Background: an optimization exercise with open tools, aiming at small area, a short achievable clock period and few clock cycles. Do not read the settings as production practice.
At most, simulation tests tie the RTL to the original design; equivalence was not proved.
For run 1, only the layout was checked, not whether the RTL still works.
No activity file was given, so power comes from the tool's default toggle rates.

`design.v`:
```
`default_nettype none
package rwq_pkg;
    localparam int DEPTH         = 64;
    localparam int PAYLOAD_WIDTH = 32;
    localparam int MAX_BURST     = 16;
    localparam int AW      = $clog2(DEPTH);
    localparam int CW      = $clog2(DEPTH + 1);
    localparam int LW      = $clog2(MAX_BURST + 1);
    localparam int KIND_W  = 2;
    localparam int ENTRY_W = KIND_W + PAYLOAD_WIDTH;
    localparam logic [1:0] KIND_EXCL  = 2'd0;
    localparam logic [1:0] KIND_READ  = 2'd1;
    localparam logic [1:0] KIND_WRITE = 2'd2;
    localparam logic [1:0] OP_PUSH = 2'd0;
    localparam logic [1:0] OP_PULL = 2'd1;
    localparam logic [1:0] OP_SET  = 2'd2;
    localparam logic [1:0] SVC_IDLE  = 2'd0;
    localparam logic [1:0] SVC_LOCK  = 2'd1;
    localparam logic [1:0] SVC_READ  = 2'd2;
    localparam logic [1:0] SVC_WRITE = 2'd3;
    localparam logic [1:0] MODE_EXCL    = 2'd0;
    localparam logic [1:0] MODE_INORDER = 2'd1;
    localparam logic [1:0] MODE_WFIRST  = 2'd2;
    localparam logic [2:0] STAT_OK    = 3'd0;
    localparam logic [2:0] STAT_FULL  = 3'd1;
    localparam logic [2:0] STAT_NONE  = 3'd2;
    localparam logic [2:0] STAT_KIND  = 3'd3;
    localparam logic [2:0] STAT_STATE = 3'd4;
    localparam logic CFG_QUEUE_MODE = 1'b0;
    localparam logic CFG_SLOT_LIMIT = 1'b1;
    localparam int   CFG_DATA_W     = 7;
    typedef enum logic [3:0] {
        FSM_IDLE  = 4'b0001,
        FSM_EXEC  = 4'b0010,
        FSM_READ  = 4'b0100,
        FSM_CHECK = 4'b1000
    } fsm_t;
    typedef struct packed {
        logic               we;
        logic [AW-1:0]      waddr;
        logic [ENTRY_W-1:0] wdata;
        logic               re;
        logic [AW-1:0]      raddr;
    } mem_req_t;
endpackage
`default_nettype wire
`default_nettype none
module rwq_ram #(
    parameter int WIDTH = 34,
    parameter int DEPTH = 64
) (
    input  wire logic                     clk,
    input  wire logic                     we,
    input  wire logic [$clog2(DEPTH)-1:0] waddr,
    input  wire logic [WIDTH-1:0]         wdata,
    input  wire logic [$clog2(DEPTH)-1:0] raddr,
    output      logic [WIDTH-1:0]         rdata,
    input  wire logic [$clog2(DEPTH)-1:0] raddr1,
    output      logic [WIDTH-1:0]         rdata1
);
    logic [WIDTH-1:0] mem [DEPTH];
    always_ff @(posedge clk)
    begin
        for (int i = 0; i < DEPTH; i++)
        begin
            if (we && waddr == i)
            begin
                mem[i] <= wdata;
            end
        end
    end
    localparam int AW = $clog2(DEPTH);
    genvar l, i;
    generate
        for (l = 0; l <= AW; l++)
        begin : g_lvl
            logic [WIDTH-1:0] t0 [DEPTH >> l];
            logic [WIDTH-1:0] t1 [DEPTH >> l];
            for (i = 0; i < (DEPTH >> l); i++)
            begin : g_node
                if (l == 0)
                begin : g_leaf
                    assign t0[i] = mem[i];
                    assign t1[i] = mem[i];
                end
                else
                begin : g_mux
                    assign t0[i] = raddr[l-1]  ? g_lvl[l-1].t0[2*i+1] : g_lvl[l-1].t0[2*i];
                    assign t1[i] = raddr1[l-1] ? g_lvl[l-1].t1[2*i+1] : g_lvl[l-1].t1[2*i];
                end
            end
        end
    endgenerate
    assign rdata  = g_lvl[AW].t0[0];
    assign rdata1 = g_lvl[AW].t1[0];
endmodule
`default_nettype wire
`default_nettype none
import rwq_pkg::*;
module rwq_ctrl
(
    input  wire logic                     clk,
    input  wire logic                     rst_n,
    input  wire logic                     in_valid,
    output      logic                     in_stall,
    input  wire logic [1:0]               op,
    input  wire logic [1:0]               elem_kind,
    input  wire logic [31:0]              payload,
    input  wire logic [4:0]               max_pull,
    input  wire logic [1:0]               new_state,
    output      logic                     out_valid,
    input  wire logic                     out_stall,
    output      logic [1:0]               out_kind,
    output      logic [31:0]              out_payload,
    output      logic                     item_valid,
    output      logic [2:0]               status,
    output      logic                     last,
    input  wire logic                     cfg_we,
    input  wire logic                     cfg_index,
    input  wire logic [rwq_pkg::CFG_DATA_W-1:0] cfg_data,
    output      logic                     m_we,
    output      logic [AW-1:0]            m_waddr,
    output      logic [ENTRY_W-1:0]       m_wdata,
    output      logic [AW-1:0]            m_raddr,
    input  wire logic [ENTRY_W-1:0]       m_rdata,
    output      logic [AW-1:0]            m_raddr1,
    input  wire logic [ENTRY_W-1:0]       m_rdata1,
    output      logic                     w_we,
    output      logic [AW-1:0]            w_waddr,
    output      logic [PAYLOAD_WIDTH-1:0] w_wdata,
    output      logic [AW-1:0]            w_raddr,
    input  wire logic [PAYLOAD_WIDTH-1:0] w_rdata
);
    logic [1:0]    mode_reg;
    logic [CW-1:0] slots_reg;
    logic [LW-1:0] cap_reg;
    logic [1:0]    svc_reg;
    logic [AW-1:0] mh_reg, mh2_reg, mt_reg;
    logic [CW-1:0] mc_reg;
    logic [AW-1:0] wh_reg, wt_reg;
    logic [CW-1:0] wc_reg;
    logic          m_full, w_full;
    logic          hk_rd, nk_rd;
    logic        r_valid, s_valid;
    logic [1:0]  r_kind, r_ns, s_op, s_kind, s_ns;
    logic [31:0] r_pay, s_pay;
    logic [4:0]  s_maxp;
    logic        r_push, r_pull, r_set;
    logic        r_pm, r_pw;
    logic [LW-1:0] r_lim;
    logic        r_lim0, r_lim1;
    logic          pb_reg;
    logic [LW-1:0] prem_reg;
    logic        out_valid_reg;
    logic [1:0]  out_kind_reg;
    logic [31:0] out_pay_reg;
    logic        item_reg;
    logic [2:0]  status_reg;
    logic        last_reg;
    assign in_stall    = s_valid;
    assign out_valid   = out_valid_reg;
    assign out_kind    = out_kind_reg;
    assign out_payload = out_pay_reg;
    assign item_valid  = item_reg;
    assign status      = status_reg;
    assign last        = last_reg;
    logic out_free;
    logic take;
    logic step;
    logic load_r;
    assign out_free = !out_valid_reg || !out_stall;
    assign take     = r_valid && !pb_reg && out_free;
    assign step     = out_free && (pb_reg || r_valid);
    assign load_r   = !r_valid || take;
    logic m_mode0, m_mode1, m_mode2;
    assign m_mode0 = (mode_reg == MODE_EXCL);
    assign m_mode1 = (mode_reg == MODE_INORDER);
    assign m_mode2 = (mode_reg == MODE_WFIRST);
    logic [1:0]    n_op, n_kind, n_ns;
    logic [31:0]   n_pay;
    logic [4:0]    n_maxp;
    logic          n_pm, n_pw;
    logic [LW-1:0] n_lim;
    assign n_op   = s_valid ? s_op   : op;
    assign n_kind = s_valid ? s_kind : elem_kind;
    assign n_ns   = s_valid ? s_ns   : new_state;
    assign n_pay  = s_valid ? s_pay  : payload;
    assign n_maxp = s_valid ? s_maxp : max_pull;
    always_comb
    begin
        n_pm = 1'b0;
        n_pw = 1'b0;
        case (mode_reg)
            MODE_EXCL:    n_pm = (n_kind == KIND_EXCL);
            MODE_INORDER: n_pm = (n_kind == KIND_READ) || (n_kind == KIND_WRITE);
            MODE_WFIRST:
            begin
                n_pm = (n_kind == KIND_READ);
                n_pw = (n_kind == KIND_WRITE);
            end
            default:      n_pm = 1'b0;
        endcase
        if ({1'b0, n_maxp} > {1'b0, cap_reg})
        begin
            n_lim = cap_reg;
        end
        else
        begin
            n_lim = LW'(n_maxp);
        end
    end
    logic set_ok;
    always_comb
    begin
        case (mode_reg)
            MODE_EXCL:    set_ok = (r_ns == SVC_IDLE) || (r_ns == SVC_LOCK);
            MODE_INORDER: set_ok = (r_ns != SVC_LOCK);
            MODE_WFIRST:  set_ok = (r_ns != SVC_LOCK);
            default:      set_ok = 1'b0;
        endcase
    end
    assign m_we    = r_valid && r_pm && !m_full;
    assign m_waddr = mt_reg;
    assign m_wdata = {r_kind, r_pay};
    assign w_we    = r_valid && r_pw && !w_full;
    assign w_waddr = wt_reg;
    assign w_wdata = r_pay;
    assign m_raddr  = mh_reg;
    assign m_raddr1 = mh2_reg;
    assign w_raddr  = wh_reg;
    logic pull_en, pull_any, src_wr, m_some, m_one;
    assign pull_en  = !r_lim0 &&
                      ((m_mode0 && svc_reg != SVC_LOCK) ||
                       (m_mode1 && (svc_reg == SVC_IDLE || svc_reg == SVC_READ)) ||
                       m_mode2);
    assign pull_any = m_mode0 || (m_mode1 && svc_reg == SVC_IDLE);
    assign src_wr   = m_mode2 && (wc_reg != '0);
    assign m_some   = (mc_reg != '0);
    assign m_one    = (mc_reg == CW'(1));
    logic p_item, p_last, c_last;
    assign p_item = pull_en && !src_wr && m_some && (pull_any || hk_rd);
    assign p_last = m_mode0 || r_lim1 || m_one || !hk_rd || !nk_rd;
    assign c_last = (prem_reg == LW'(1)) || m_one || !nk_rd;
    logic sel_m, sel_w;
    assign sel_m = pb_reg || (r_pull && p_item);
    assign sel_w = !pb_reg && r_pull && pull_en && src_wr;
    logic m_pop, w_pop, m_push, w_push;
    assign m_pop  = out_free && sel_m && (pb_reg || r_valid);
    assign w_pop  = out_free && sel_w && r_valid;
    assign m_push = take && m_we;
    assign w_push = take && w_we;
    logic [1:0]  res_kind;
    logic [31:0] res_pay;
    logic        res_item;
    logic [2:0]  res_status;
    logic        res_last;
    logic        pb_next;
    assign res_pay  = (m_rdata[PAYLOAD_WIDTH-1:0] & {PAYLOAD_WIDTH{sel_m}}) |
                      (w_rdata & {PAYLOAD_WIDTH{sel_w}});
    assign res_kind = (m_rdata[ENTRY_W-1 -: KIND_W] & {KIND_W{sel_m}}) |
                      (KIND_WRITE & {KIND_W{sel_w}});
    assign res_item = sel_m || sel_w;
    assign res_last = pb_reg ? c_last : (!sel_m || p_last);
    assign pb_next  = sel_m && !res_last;
    always_comb
    begin
        res_status = STAT_OK;
        if (r_pull)
        begin
            res_status = (sel_m || sel_w) ? STAT_OK : STAT_NONE;
        end
        else if (r_push)
        begin
            if (r_pm)
            begin
                res_status = m_full ? STAT_FULL : STAT_OK;
            end
            else if (r_pw)
            begin
                res_status = w_full ? STAT_FULL : STAT_OK;
            end
            else
            begin
                res_status = STAT_KIND;
            end
        end
        else if (r_set)
        begin
            res_status = set_ok ? STAT_OK : STAT_STATE;
        end
        else
        begin
            res_status = STAT_KIND;
        end
        if (pb_reg)
        begin
            res_status = STAT_OK;
        end
    end
    logic m_full_next, w_full_next;
    assign m_full_next = m_push ? ({1'b0, mc_reg} + 8'd1 >= {1'b0, slots_reg}) :
                         m_pop  ? ({1'b0, mc_reg} >= {1'b0, slots_reg} + 8'd1) :
                                  (mc_reg >= slots_reg);
    assign w_full_next = w_push ? ({1'b0, wc_reg} + 8'd1 >= {1'b0, slots_reg}) :
                         w_pop  ? ({1'b0, wc_reg} >= {1'b0, slots_reg} + 8'd1) :
                                  (wc_reg >= slots_reg);
    always_ff @(posedge clk or negedge rst_n)
    begin
        if (!rst_n)
        begin
            mode_reg  <= MODE_EXCL;
            slots_reg <= CW'(DEPTH);
            cap_reg   <= LW'(MAX_BURST);
        end
        else if (cfg_we)
        begin
            if (cfg_index == CFG_QUEUE_MODE)
            begin
                mode_reg <= cfg_data[1:0];
            end
            else
            begin
                if (cfg_data == 7'd0)
                begin
                    slots_reg <= CW'(1);
                    cap_reg   <= LW'(1);
                end
                else if (cfg_data > 7'(DEPTH))
                begin
                    slots_reg <= CW'(DEPTH);
                    cap_reg   <= LW'(MAX_BURST);
                end
                else
                begin
                    slots_reg <= CW'(cfg_data);
                    cap_reg   <= (cfg_data > 7'(MAX_BURST)) ? LW'(MAX_BURST) : LW'(cfg_data);
                end
            end
        end
    end
    always_ff @(posedge clk or negedge rst_n)
    begin
        if (!rst_n)
        begin
            svc_reg       <= SVC_IDLE;
            mh_reg        <= '0;
            mh2_reg       <= AW'(2);
            mt_reg        <= '0;
            mc_reg        <= '0;
            wh_reg        <= '0;
            wt_reg        <= '0;
            wc_reg        <= '0;
            m_full        <= 1'b0;
            w_full        <= 1'b0;
            hk_rd         <= 1'b0;
            nk_rd         <= 1'b0;
            r_valid       <= 1'b0;
            s_valid       <= 1'b0;
            pb_reg        <= 1'b0;
            prem_reg      <= '0;
            out_valid_reg <= 1'b0;
        end
        else
        begin
            if (take && r_set && set_ok)
            begin
                svc_reg <= r_ns;
            end
            if (m_pop)
            begin
                mh_reg  <= mh_reg + AW'(1);
                mh2_reg <= mh2_reg + AW'(1);
                mc_reg  <= mc_reg - CW'(1);
                hk_rd   <= nk_rd;
                nk_rd   <= (m_rdata1[ENTRY_W-1 -: KIND_W] == KIND_READ);
            end
            else if (m_push)
            begin
                mt_reg <= mt_reg + AW'(1);
                mc_reg <= mc_reg + CW'(1);
                if (mc_reg == '0)
                begin
                    hk_rd <= (r_kind == KIND_READ);
                end
                if (mc_reg == CW'(1))
                begin
                    nk_rd <= (r_kind == KIND_READ);
                end
            end
            if (w_pop)
            begin
                wh_reg <= wh_reg + AW'(1);
                wc_reg <= wc_reg - CW'(1);
            end
            else if (w_push)
            begin
                wt_reg <= wt_reg + AW'(1);
                wc_reg <= wc_reg + CW'(1);
            end
            m_full <= m_full_next;
            w_full <= w_full_next;
            if (step)
            begin
                pb_reg   <= pb_next;
                prem_reg <= pb_reg ? prem_reg - LW'(1) : r_lim - LW'(1);
            end
            if (load_r)
            begin
                r_valid <= s_valid || in_valid;
                s_valid <= 1'b0;
            end
            else if (!s_valid)
            begin
                s_valid <= in_valid;
            end
            out_valid_reg <= step || (out_valid_reg && out_stall);
        end
    end
    always_ff @(posedge clk)
    begin
        if (load_r)
        begin
            r_kind <= n_kind;
            r_pay  <= n_pay;
            r_ns   <= n_ns;
            r_push <= (n_op == OP_PUSH);
            r_pull <= (n_op == OP_PULL);
            r_set  <= (n_op == OP_SET);
            r_pm   <= (n_op == OP_PUSH) && n_pm;
            r_pw   <= (n_op == OP_PUSH) && n_pw;
            r_lim  <= n_lim;
            r_lim0 <= (n_maxp == 5'd0);
            r_lim1 <= (n_lim == LW'(1));
        end
        if (!s_valid)
        begin
            s_op   <= op;
            s_kind <= elem_kind;
            s_pay  <= payload;
            s_maxp <= max_pull;
            s_ns   <= new_state;
        end
        if (step)
        begin
            out_kind_reg <= res_kind;
            out_pay_reg  <= res_pay;
            item_reg     <= res_item;
            status_reg   <= res_status;
            last_reg     <= res_last;
        end
    end
endmodule
`default_nettype wire
`default_nettype none
import rwq_pkg::*;
module reader_writer_request_queue_core
(
    input  wire logic                  clk,
    input  wire logic                  rst_n,
    input  wire logic                  in_valid,
    output      logic                  in_stall,
    input  wire logic [1:0]            op,
    input  wire logic [1:0]            elem_kind,
    input  wire logic [31:0]           payload,
    input  wire logic [4:0]            max_pull,
    input  wire logic [1:0]            new_state,
    output      logic                  out_valid,
    input  wire logic                  out_stall,
    output      logic [1:0]            out_kind,
    output      logic [31:0]           out_payload,
    output      logic                  item_valid,
    output      logic [2:0]            status,
    output      logic                  last,
    input  wire logic                  cfg_we,
    input  wire logic                  cfg_index,
    input  wire logic [rwq_pkg::CFG_DATA_W-1:0] cfg_data
);
    logic                     m_we, w_we;
    logic [AW-1:0]            m_waddr, m_raddr, m_raddr1, w_waddr, w_raddr;
    logic [ENTRY_W-1:0]       m_wdata, m_rdata, m_rdata1;
    logic [PAYLOAD_WIDTH-1:0] w_wdata, w_rdata, w_rdata1;
    rwq_ram #(
        .WIDTH (ENTRY_W),
        .DEPTH (DEPTH)
    ) u_main_ram (
        .clk    (clk),
        .we     (m_we),
        .waddr  (m_waddr),
        .wdata  (m_wdata),
        .raddr  (m_raddr),
        .rdata  (m_rdata),
        .raddr1 (m_raddr1),
        .rdata1 (m_rdata1)
    );
    rwq_ram #(
        .WIDTH (PAYLOAD_WIDTH),
        .DEPTH (DEPTH)
    ) u_wr_ram (
        .clk    (clk),
        .we     (w_we),
        .waddr  (w_waddr),
        .wdata  (w_wdata),
        .raddr  (w_raddr),
        .rdata  (w_rdata),
        .raddr1 (w_raddr),
        .rdata1 (w_rdata1)
    );
    rwq_ctrl u_ctrl (
        .clk         (clk),
        .rst_n       (rst_n),
        .in_valid    (in_valid),
        .in_stall    (in_stall),
        .op          (op),
        .elem_kind   (elem_kind),
        .payload     (payload),
        .max_pull    (max_pull),
        .new_state   (new_state),
        .out_valid   (out_valid),
        .out_stall   (out_stall),
        .out_kind    (out_kind),
        .out_payload (out_payload),
        .item_valid  (item_valid),
        .status      (status),
        .last        (last),
        .cfg_we      (cfg_we),
        .cfg_index   (cfg_index),
        .cfg_data    (cfg_data),
        .m_we        (m_we),
        .m_waddr     (m_waddr),
        .m_wdata     (m_wdata),
        .m_raddr     (m_raddr),
        .m_rdata     (m_rdata),
        .m_raddr1    (m_raddr1),
        .m_rdata1    (m_rdata1),
        .w_we        (w_we),
        .w_waddr     (w_waddr),
        .w_wdata     (w_wdata),
        .w_raddr     (w_raddr),
        .w_rdata     (w_rdata)
    );
endmodule
`default_nettype wire
```
`run.sh`:
```
#!/bin/bash
# synth_recipe.tcl (not shown) runs the flow's synth.tcl, then flattens the netlist and writes it again
# the make line also repeats each setting of config.mk as NAME=value (left out here)
make -C /OpenROAD-flow-scripts/flow DESIGN_CONFIG=/design/flow/config.mk WORK_HOME=/design/flow/orfs CLKGATE_MAP_FILE= SYNTH_SCRIPT=/design/flow/synth_recipe.tcl finish
```
`config.mk`:
```
export PLATFORM = sky130hd
export DESIGN_NAME = reader_writer_request_queue_core
export DESIGN_NICKNAME = reader_writer_request_queue_core
export VERILOG_FILES = /design/flow/design.v
export SDC_FILE = /design/flow/constraint.sdc
export NUM_CORES = 4
export LEC_CHECK = 0
export CAP_MARGIN = 20
export CORE_MARGIN = 2
export CORE_UTILIZATION = 40
export SETUP_SLACK_MARGIN = 4.5
export SLEW_MARGIN = 20
```
`constraint.sdc`:
```
create_clock -name core_clock -period 8.0 [get_ports {clk}]
set_input_delay 1.6000 -clock core_clock [delete_from_list [all_inputs] [get_ports {clk}]]
set_output_delay 1.6000 -clock core_clock [all_outputs]
set_load 0.01 [all_outputs]
```
==> results of run 1 <==
power breakdown:
| group | switching (mW) | internal, mW | total [mW] | leakage, nW |
|---|---|---|---|---|
| registers | 0.476 | 27.7 | 28.2 | 40.1 |
| logic | 10.9 | 6.89 | 17.8 | 14.3 |
| clock network | 8.77 | 11.6 | 20.3 | 6.82 |
| total | 20.1 | 46.2 | 66.3 | 61.2 |
repair_timing:
item | CTS | global route
endpoints found under the setup margin | 113 | 32
gates resized for setup | 262 | 40
gates cloned | 16 | 8
buffers inserted | 40 | 5
pin swaps | 6 | 7
kinds of logic (layout without fill, tap and decap cells):
group,count (synthesis),after routing,share of synthesized area
DFF,4427,4427,0.768
muxes,1396,1396,0.156
AOI/OAI and AO/OA,773,773,0.0313
and+or+nand+nor,736,736,0.0201
buffers and inverters,469,1334,0.0165
adders and majority gates,81,81,0.00592
xor gates and xnor gates,54,54,0.00275
other,0,20,0
metal layers:
layer / track usage / vias to the layer above / part of all wire
li1: - / 34600 / -
met1: 0.330 / 48100 / 0.40
met2: 0.359 / 5399 / 0.46
met3: 0.0476 / 720 / 0.11
met4: 0.0749 / 14 / 0.035
met5: 0 / - / 0.00017
critical path, stage by stage (launching register included):
cell     delay (ps)
dfrtp_2         710
buf_4           430
nor2_1          800
nand3_2         520
nand4_1         510
o21ai_0         290
worst paths after layout:
path	from	end	slack [ps]	depth (start not counted)
setup reg to reg	u_ctrl.wh_reg[5]	u_ctrl.out_pay_reg[19]	4380	5
max in group asynchronous	rst_n	u_ctrl.wh_reg[2]	6080	2
setup / recovery	u_ctrl.wh_reg[5]	u_ctrl.out_pay_reg[19]	4380	5
hold / removal	u_ctrl.mh2_reg[0]	u_ctrl.mh2_reg[0]	470	1
hold reg to reg	u_ctrl.mh2_reg[0]	u_ctrl.mh2_reg[0]	470	1
min in group asynchronous	rst_n	u_ctrl.mc_reg[3]	580	1
synthesized netlist by cell type, types with 22 or more instances:
cell type	instances
buf_4	50
buf_1	33
dfrtp_1	70
o21ai_0	136
a31oi_1	22
mux4_1	31
buf_2	118
nand2b_1	52
mux2i_1	319
ha_1	79
o22ai_1	77
nand3_1	87
a211oi_1	26
a22o_1	42
nand2_1	217
mux4_2	975
a32oi_1	24
mux2_2	71
o211ai_1	23
nor2_1	213
xnor2_1	40
dfxtp_1	43
nor2b_1	37
clkbuf_1	137
o221ai_1	59
a22oi_1	118
a21oi_1	102
a221oi_1	41
nor3_1	32
edfxtp_1	4311
buf_6	57
inv_1	44
through the flow:
| stage | instances | util |
|---|---|---|
| floorplan | 7936 | - |
| global placement | 13600 | 0.424 |
| detailed placement | 13600 | 0.424 |
| CTS | 14500 | 0.460 |
| global route | 14500 | 0.462 |
| finish | 14500 | 0.462 |
cell type report:
type / instances / area [um2]
sequential: 4427 / 132000
inverter: 46 / 189
timing repair buffer: 493 / 5160
antenna: 20 / 50.0
clock inverter: 255 / 2640
clock buffer: 540 / 11400
multi-input combinational: 3040 / 38800
fill: 35100 / 230000
tap: 5687 / 7120
placed cells by master, fill, tap and decap left out, drive strengths merged, types with 40 or more instances in the layout:
| cell type | n |
|---|---|
| clkbuf | 548 |
| mux2 | 71 |
| a21oi | 102 |
| bufinv | 46 |
| o221ai | 59 |
| nand2 | 218 |
| nand3 | 87 |
| a22o | 42 |
| edfxtp | 4311 |
| o21ai | 149 |
| o22ai | 77 |
| dfxtp | 43 |
| buf | 389 |
| clkinv | 181 |
| mux2i | 319 |
| dfrtp | 70 |
| mux4 | 1006 |
| ha | 79 |
| a221oi | 44 |
| a22oi | 118 |
| xnor2 | 40 |
| nand2b | 52 |
| clkdlybuf4s50 | 54 |
| nor2 | 215 |
| inv | 57 |
==> results_dict.tcl, run 1 <==
set metrics [dict create \
    clock-root-buffer "clkbuf_16" \
    num_vias 88800 \
    clk_pin_slew_ps 60 \
    min_period_ps 3620 \
    fin_hold_ws_ps 466 \
    setup_ws_ps 4380 \
    rows 240 \
    drv_cap 0 \
    io_pins 97 \
    die_w_um 660 \
    finalCritPeriodShare 0.453 \
    synth_top_area_frac 0.752 \
    syn_area_per_cell_um2 21.7 \
    skew_ps 40.7 \
    clk_latency_ps 990 \
    die_y_um 660 \
    rsz0062_at_grt "true" \
    grt_pass1_vias 86600 \
    crit_type "reg2reg" \
    max-clock-path-buffers 4 \
    cts_inserted_buffers 427 \
    outcome "finished clean" \
    track_usage 0.232 \
    place_ws_ps 2610 \
    tightest_slew_ps 1200 \
    ys_seq_area_frac 0.768 \
    synth_warnings 33 \
    ys_ff_latch 4427 \
    power_mw 66.3 \
    fmax_mhz 276 \
    grt_antenna_before_repair 45 \
    nets 8571 \
    synth_area_leader_cell "edfxtp_1" \
    fin_tns_setup_ps 0 \
    wirelength_um 516000 \
    drc 0 \
    hold_violations 0 \
    placedInstanceArea_um2 181000 \
    ant_nets 0 \
    worstPathMaxFanout 21 \
    die_area_um2 435000 \
    syn_inst 7936 \
    port_buffers 96 \
    synth.distinct_cells 89 \
    crit_path_start_kind "flip-flop" \
    hold_class "reg2reg" \
    critPathCaptureType "flip-flop" \
    hold_buffers 0 \
    drive_above_1_share 0.266 \
    final_area_um2 198000 \
    synthFlopType "edfxtp_1" \
    synth_edf_count 4311 \
    worstPathArrival_ps 4280 \
    coreArea_um2 428000 \
    cts_tree "yes" \
    detailedRoute.firstPassIterationCount 6 \
    largest_reg_flops 2176 \
    netlist_top_cells_area "edfxtp_1, mux4_2, mux2i_1" \
    slew_violations 0 \
    via_per_inst 6.12 \
    reg_top3 "u_main_ram.mem x2176, u_wr_ram.mem x2048" \
    p_per_area_nw_per_um2 336 \
    setup_viol 0 \
    dpl.hpwl_um 280000 \
    grt_pass1_wl_um 704000 \
    synthArstFlopShare 0.0165 \
    largest_register "u_main_ram.mem" \
    htree_levels 5 \
    syn-num-nets 8072 \
    drt-initial-drc-count 14400 \
    cp_data_required_time_ps 8660 \
    syn_area_um2 172000 \
    initial_core_util 0.402 \
    gp_congestion 0.855 \
    cellLeakagePower_nw 61.2 \
    grt-ovfl-total 0 \
    wl_per_cell_um 35.6 \
    ir_worst_vdd_mv 0.230 \
    syn2layout_area_growth_pct 14.8 \
    clock_sinks 4427 \
    grt_max_degree 97 \
    slew_headroom 0.200 \
]
==> run 2, diff against run 1 <==
--- a/design.v
+++ b/design.v
@@ -53,9 +53,9 @@
     input  wire logic                     we,
     input  wire logic [$clog2(DEPTH)-1:0] waddr,
     input  wire logic [WIDTH-1:0]         wdata,
-    input  wire logic [$clog2(DEPTH)-1:0] raddr,
+    input  wire logic [DEPTH-1:0]         rsel,
     output      logic [WIDTH-1:0]         rdata,
-    input  wire logic [$clog2(DEPTH)-1:0] raddr1,
+    input  wire logic [DEPTH-1:0]         rsel1,
     output      logic [WIDTH-1:0]         rdata1
 );
     logic [WIDTH-1:0] mem [DEPTH];
@@ -69,30 +69,16 @@
             end
         end
     end
-    localparam int AW = $clog2(DEPTH);
-    genvar l, i;
-    generate
-        for (l = 0; l <= AW; l++)
-        begin : g_lvl
-            logic [WIDTH-1:0] t0 [DEPTH >> l];
-            logic [WIDTH-1:0] t1 [DEPTH >> l];
-            for (i = 0; i < (DEPTH >> l); i++)
-            begin : g_node
-                if (l == 0)
-                begin : g_leaf
-                    assign t0[i] = mem[i];
-                    assign t1[i] = mem[i];
-                end
-                else
-                begin : g_mux
-                    assign t0[i] = raddr[l-1]  ? g_lvl[l-1].t0[2*i+1] : g_lvl[l-1].t0[2*i];
-                    assign t1[i] = raddr1[l-1] ? g_lvl[l-1].t1[2*i+1] : g_lvl[l-1].t1[2*i];
-                end
-            end
+    always_comb
+    begin
+        rdata  = '0;
+        rdata1 = '0;
+        for (int i = 0; i < DEPTH; i++)
+        begin
+            rdata  = rdata  | (mem[i] & {WIDTH{rsel[i]}});
+            rdata1 = rdata1 | (mem[i] & {WIDTH{rsel1[i]}});
         end
-    endgenerate
-    assign rdata  = g_lvl[AW].t0[0];
-    assign rdata1 = g_lvl[AW].t1[0];
+    end
 endmodule
 `default_nettype wire
 `default_nettype none
@@ -121,23 +107,24 @@
     output      logic                     m_we,
     output      logic [AW-1:0]            m_waddr,
     output      logic [ENTRY_W-1:0]       m_wdata,
-    output      logic [AW-1:0]            m_raddr,
+    output      logic [DEPTH-1:0]         m_rsel,
     input  wire logic [ENTRY_W-1:0]       m_rdata,
-    output      logic [AW-1:0]            m_raddr1,
+    output      logic [DEPTH-1:0]         m_rsel1,
     input  wire logic [ENTRY_W-1:0]       m_rdata1,
     output      logic                     w_we,
     output      logic [AW-1:0]            w_waddr,
     output      logic [PAYLOAD_WIDTH-1:0] w_wdata,
-    output      logic [AW-1:0]            w_raddr,
+    output      logic [DEPTH-1:0]         w_rsel,
     input  wire logic [PAYLOAD_WIDTH-1:0] w_rdata
 );
     logic [1:0]    mode_reg;
     logic [CW-1:0] slots_reg;
     logic [LW-1:0] cap_reg;
     logic [1:0]    svc_reg;
-    logic [AW-1:0] mh_reg, mh2_reg, mt_reg;
+    logic [DEPTH-1:0] mh_oh, wh_oh;
+    logic [AW-1:0] mt_reg;
     logic [CW-1:0] mc_reg;
-    logic [AW-1:0] wh_reg, wt_reg;
+    logic [AW-1:0] wt_reg;
     logic [CW-1:0] wc_reg;
     logic          m_full, w_full;
     logic          hk_rd, nk_rd;
@@ -225,9 +212,9 @@
     assign w_we    = r_valid && r_pw && !w_full;
     assign w_waddr = wt_reg;
     assign w_wdata = r_pay;
-    assign m_raddr  = mh_reg;
-    assign m_raddr1 = mh2_reg;
-    assign w_raddr  = wh_reg;
+    assign m_rsel  = mh_oh;
+    assign m_rsel1 = {mh_oh[DEPTH-3:0], mh_oh[DEPTH-1:DEPTH-2]};
+    assign w_rsel  = wh_oh;
     logic pull_en, pull_any, src_wr, m_some, m_one;
     assign pull_en  = !r_lim0 &&
                       ((m_mode0 && svc_reg != SVC_LOCK) ||
@@ -343,11 +330,10 @@
         if (!rst_n)
         begin
             svc_reg       <= SVC_IDLE;
-            mh_reg        <= '0;
-            mh2_reg       <= AW'(2);
+            mh_oh         <= DEPTH'(1);
             mt_reg        <= '0;
             mc_reg        <= '0;
-            wh_reg        <= '0;
+            wh_oh         <= DEPTH'(1);
             wt_reg        <= '0;
             wc_reg        <= '0;
             m_full        <= 1'b0;
@@ -368,8 +354,7 @@
             end
             if (m_pop)
             begin
-                mh_reg  <= mh_reg + AW'(1);
-                mh2_reg <= mh2_reg + AW'(1);
+                mh_oh   <= {mh_oh[DEPTH-2:0], mh_oh[DEPTH-1]};
                 mc_reg  <= mc_reg - CW'(1);
                 hk_rd   <= nk_rd;
                 nk_rd   <= (m_rdata1[ENTRY_W-1 -: KIND_W] == KIND_READ);
@@ -389,7 +374,7 @@
             end
             if (w_pop)
             begin
-                wh_reg <= wh_reg + AW'(1);
+                wh_oh  <= {wh_oh[DEPTH-2:0], wh_oh[DEPTH-1]};
                 wc_reg <= wc_reg - CW'(1);
             end
             else if (w_push)
@@ -416,6 +401,25 @@
             out_valid_reg <= step || (out_valid_reg && out_stall);
         end
     end
+    always_ff @(posedge clk or negedge rst_n)
+    begin
+        if (!rst_n)
+        begin
+            out_kind_reg <= KIND_EXCL;
+            out_pay_reg  <= '0;
+            item_reg     <= 1'b0;
+            status_reg   <= STAT_OK;
+            last_reg     <= 1'b0;
+        end
+        else if (step)
+        begin
+            out_kind_reg <= res_kind;
+            out_pay_reg  <= res_pay;
+            item_reg     <= res_item;
+            status_reg   <= res_status;
+            last_reg     <= res_last;
+        end
+    end
     always_ff @(posedge clk)
     begin
         if (load_r)
@@ -440,14 +444,6 @@
             s_maxp <= max_pull;
             s_ns   <= new_state;
         end
-        if (step)
-        begin
-            out_kind_reg <= res_kind;
-            out_pay_reg  <= res_pay;
-            item_reg     <= res_item;
-            status_reg   <= res_status;
-            last_reg     <= res_last;
-        end
     end
 endmodule
 `default_nettype wire
@@ -476,7 +472,8 @@
     input  wire logic [rwq_pkg::CFG_DATA_W-1:0] cfg_data
 );
     logic                     m_we, w_we;
-    logic [AW-1:0]            m_waddr, m_raddr, m_raddr1, w_waddr, w_raddr;
+    logic [AW-1:0]            m_waddr, w_waddr;
+    logic [DEPTH-1:0]         m_rsel, m_rsel1, w_rsel;
     logic [ENTRY_W-1:0]       m_wdata, m_rdata, m_rdata1;
     logic [PAYLOAD_WIDTH-1:0] w_wdata, w_rdata, w_rdata1;
     rwq_ram #(
@@ -487,9 +484,9 @@
         .we     (m_we),
         .waddr  (m_waddr),
         .wdata  (m_wdata),
-        .raddr  (m_raddr),
+        .rsel   (m_rsel),
         .rdata  (m_rdata),
-        .raddr1 (m_raddr1),
+        .rsel1  (m_rsel1),
         .rdata1 (m_rdata1)
     );
     rwq_ram #(
@@ -500,9 +497,9 @@
         .we     (w_we),
         .waddr  (w_waddr),
         .wdata  (w_wdata),
-        .raddr  (w_raddr),
+        .rsel   (w_rsel),
         .rdata  (w_rdata),
-        .raddr1 (w_raddr),
+        .rsel1  (w_rsel),
         .rdata1 (w_rdata1)
     );
     rwq_ctrl u_ctrl (
@@ -528,14 +525,14 @@
         .m_we        (m_we),
         .m_waddr     (m_waddr),
         .m_wdata     (m_wdata),
-        .m_raddr     (m_raddr),
+        .m_rsel      (m_rsel),
         .m_rdata     (m_rdata),
-        .m_raddr1    (m_raddr1),
+        .m_rsel1     (m_rsel1),
         .m_rdata1    (m_rdata1),
         .w_we        (w_we),
         .w_waddr     (w_waddr),
         .w_wdata     (w_wdata),
-        .w_raddr     (w_raddr),
+        .w_rsel      (w_rsel),
         .w_rdata     (w_rdata)
     );
 endmodule
--- a/config.mk
+++ b/config.mk
@@ -7,6 +7,7 @@
 export LEC_CHECK = 0
 export CAP_MARGIN = 20
 export CORE_MARGIN = 2
-export CORE_UTILIZATION = 40
-export SETUP_SLACK_MARGIN = 4.5
+export CORE_UTILIZATION = 35
+export SETUP_SLACK_MARGIN = 5
 export SLEW_MARGIN = 20
+export TNS_END_PERCENT = 5
==> run 2 against run 1 <==
Still clean. Area after synthesis shrank 4.4%. Synthesized cell count grew 11%. Global-route usage grew 6.1 points. Cell count grew 8.7%.
==> results_dict.tcl, run 2 <==
set metrics [dict create \
    port_buffers 96 \
    tightest_slew_ps 1370 \
    final_cell_mix "edfxtp_1, a22o_1, a221oi_1, nand2_1, clkbuf_16" \
    rsz0062_at_grt "true" \
    largest_reg_flops 2176 \
    cts_inserted_buffers 420 \
    syn_inst 8783 \
    synth.distinct_cells 69 \
    htree_levels 5 \
    grt_antenna_before_repair 31 \
    clock-root-buffer "clkbuf_16" \
    met1Wirelength_um 237000 \
    hold_path.startpoint "u_ctrl.s_pay[17]" \
    final_area_um2 191000 \
    initial_core_util 0.352 \
    gp_congestion 0.902 \
    power.share.sequential 0.543 \
    drt-initial-drc-count 27300 \
    rr_worst_depth 6 \
    num_vias 109000 \
    synthArstFlopShare 0.0489 \
    synthFlopType "edfxtp_1" \
    seqCellArea_um2 135000 \
    grt_max_degree 128 \
    slowest_delay_ps 800 \
    io_pins 97 \
    hold_violations 0 \
    switching_share 0.234 \
    critPathTopFamily "compound AO/OA/AOI/OAI gates" \
    combPwrFrac 0.063 \
    crit_type "reg2reg" \
    final_common_cell "edfxtp_1" \
    setup_viol 0 \
    hold_class "reg2reg" \
    die_w_um 689 \
    worstPathMaxFanout 22 \
    setup_ws_ps 4250 \
    dpl.hpwl_um 367000 \
    clock_sinks 4537 \
    via_per_inst 6.93 \
    die_y_um 689 \
    synth_edf_count 4272 \
    track_usage 0.293 \
    skew_ps 89.4 \
    outcome "finished clean" \
    path_cells "buf_4 > a22o_1 > a221oi_1 > nand4_1 > nor4_1 > o221ai_1" \
    min_period_ps 3750 \
    rr_endpoint "u_ctrl.out_pay_reg[30]" \
    synth_warnings 5 \
    yosysMostFrequentCell "edfxtp_1" \
    coreArea_um2 468000 \
    reg2reg_from "u_ctrl.mh_oh[15]" \
    worst_path_max_delay_cell "nor4_1" \
    power_mw 51.4 \
    path_buf_inv 1 \
    p_int_mw 39.4 \
    largest_register "u_main_ram.mem" \
    clk_pin_slew_ps 70 \
    syn_area_per_cell_um2 18.7 \
    finalCritPeriodShare 0.468 \
    multi_input_area_um2 29200 \
    reg_top3 "u_main_ram.mem x2176, u_wr_ram.mem x2048" \
    grt_pass1_wl_um 934000 \
    detailedRoute.firstPassIterationCount 9 \
    ys_ff_latch 4537 \
    regToRegSetupSlack_ps 4250 \
    met2_length_um 299000 \
    min_to "u_ctrl.s_pay[17]" \
    grt_pass1_vias 100000 \
    critPathCaptureType "flip-flop" \
    place_ws_ps 3530 \
    drc 0 \
    netlist_top_cells_area "edfxtp_1, a22o_1, a221oi_1" \
    fin_tns_setup_ps 0 \
    grt-ovfl-total 0 \
    ys_seq_area_frac 0.819 \
    crit_path_start_kind "flip-flop" \
    slew_headroom 0.0891 \
    synth_common_cells "edfxtp_1, a22o_1, a221oi_1" \
    wirelength_um 721000 \
    holdPathStages 1 \
    synth_area_leader_cell "edfxtp_1" \
    syn2layout_area_growth_pct 16.1 \
    drv_cap 0 \
    ir_worst_vdd_mv 0.203 \
    critPathLaunch "u_ctrl.mh_oh[15]" \
    wl_per_cell_um 45.7 \
    ant_nets 0 \
    met3_length_um 130000 \
    worstPathArrival_ps 4590 \
    cts_tree "yes" \
    slew_violations 0 \
    drive_above_1_share 0.160 \
    clk_latency_ps 1080 \
    num-fill-cells 40700 \
    synth_top_area_frac 0.780 \
    fmax_mhz 267 \
    max-clock-path-buffers 4 \
    p_per_area_nw_per_um2 269 \
    cellLeakagePower_nw 60.8 \
    p_clk_frac 0.394 \
    placedInstanceArea_um2 176000 \
    p_sw_mw 12.0 \
    cp_data_required_time_ps 8840 \
    syn-num-nets 8916 \
    rows 251 \
    syn_area_um2 164000 \
    die_area_um2 475000 \
    dr.max_layer_used "met5" \
    nets 9322 \
]
run 2: worst max-delay path by stage:
stage                                   to  depth (start not counted)
global route         u_main_ram.mem[8][19]                          6
CTS                               in_stall                          1
floorplan                    u_ctrl.r_lim1                          8
global placement          u_ctrl.wc_reg[6]                         10
detailed placement        u_ctrl.wc_reg[6]                         11
finish              u_ctrl.out_pay_reg[30]                          6
run 2: stage by stage:
step           instances  hold WS (ps)   util
6_report           15800           474  0.408
4_1_cts            15700           477  0.407
3_5_place_dp       14900           461  0.375
5_1_grt            15700           491  0.408
2_1_floorplan       8783           446      -
3_3_place_gp       14900           461  0.375
run 2: layout make-up:
class	count	area share
diodes	23	0.000301
inverters	37	0.000766
clock buffers	555	0.0600
clock inverters	226	0.0115
well taps	6198	0.0406
repair buffers	558	0.0274
multi-input cells	3635	0.153
flip-flops and latches	4537	0.707
run 2: repair_timing:
item / in CTS / in global routing
pin swaps: 31 / 7
setup buffers: 33 / 28
setup endpoints to repair: 2599 / 2572
cloned: 6 / 0
resized for setup: 231 / 129
hold buffers: 0 / 0
run 2: cells by family after synthesis:
| family | share of synthesized area |
|---|---|
| muxes | 0.00390 |
| xor gates and xnor gates | 0.00197 |
| buffers and inverters | 0.0145 |
| AOI/OAI and AO/OA | 0.122 |
| adders and majority gates | 0.00590 |
| and+or+nand+nor | 0.0325 |
| DFF | 0.819 |
run 2: metal layers:
metal,track usage,vias to the layer above
met2,0.419,12600
met3,0.113,2778
met4,0.174,12
met5,0,-
met1,0.376,55800
li1,-,38000
run 2: power by group through the flow:
stage / combinational (mW) / sequential [mW] / clock (mW)
2_1_floorplan: 0.916 / 28.9 / 0
3_3_place_gp: 2.86 / 28.4 / 0
3_5_place_dp: 3.00 / 28.4 / 0
6_report: 3.24 / 27.9 / 20.3
5_1_grt: 3.38 / 27.9 / 21.0
4_1_cts: 3.10 / 27.9 / 20.1
Testbench counts of run 2, summed over its fixed seeds: cycles 4,587.

static timing again, ports no longer ideal:
The results above use ideal ports. As a check the final layouts listed here were re-extracted and re-timed, cells and wires unchanged.
Step 1 (the two cells are an assumption about what drives the block):
set clk [get_ports {clk}]
set_driving_cell -lib_cell sky130_fd_sc_hd__clkbuf_16 $clk
set_driving_cell -lib_cell sky130_fd_sc_hd__buf_2 [delete_from_list [all_inputs] $clk]
Step 2 adds t to the input delays and takes it off the output delays; t is the mean of the earliest and latest rising clock arrival at the registers after step 1. Input paths then give back, and output paths get back, about the clock's delay inside the block.
a / b / c = ideal ports / drivers / drivers and shift; a / b = the first two.
run | shift t [ns] | slack for setup (ns) | worst register clock-pin slew, ns | cell pins on the clock port's net
run 1 | 1.075 | 4.377 / 4.335 / 3.708 | 0.07 / 0.07 | 1
run 2 | 1.129 | 4.254 / 4.254 / 3.832 | 0.07 / 0.07 | 1
After both steps every run listed still meets setup and hold. The setup slack of run 1, which loses most, moves by -0.042 ns with the drivers and by -0.669 ns with both steps.
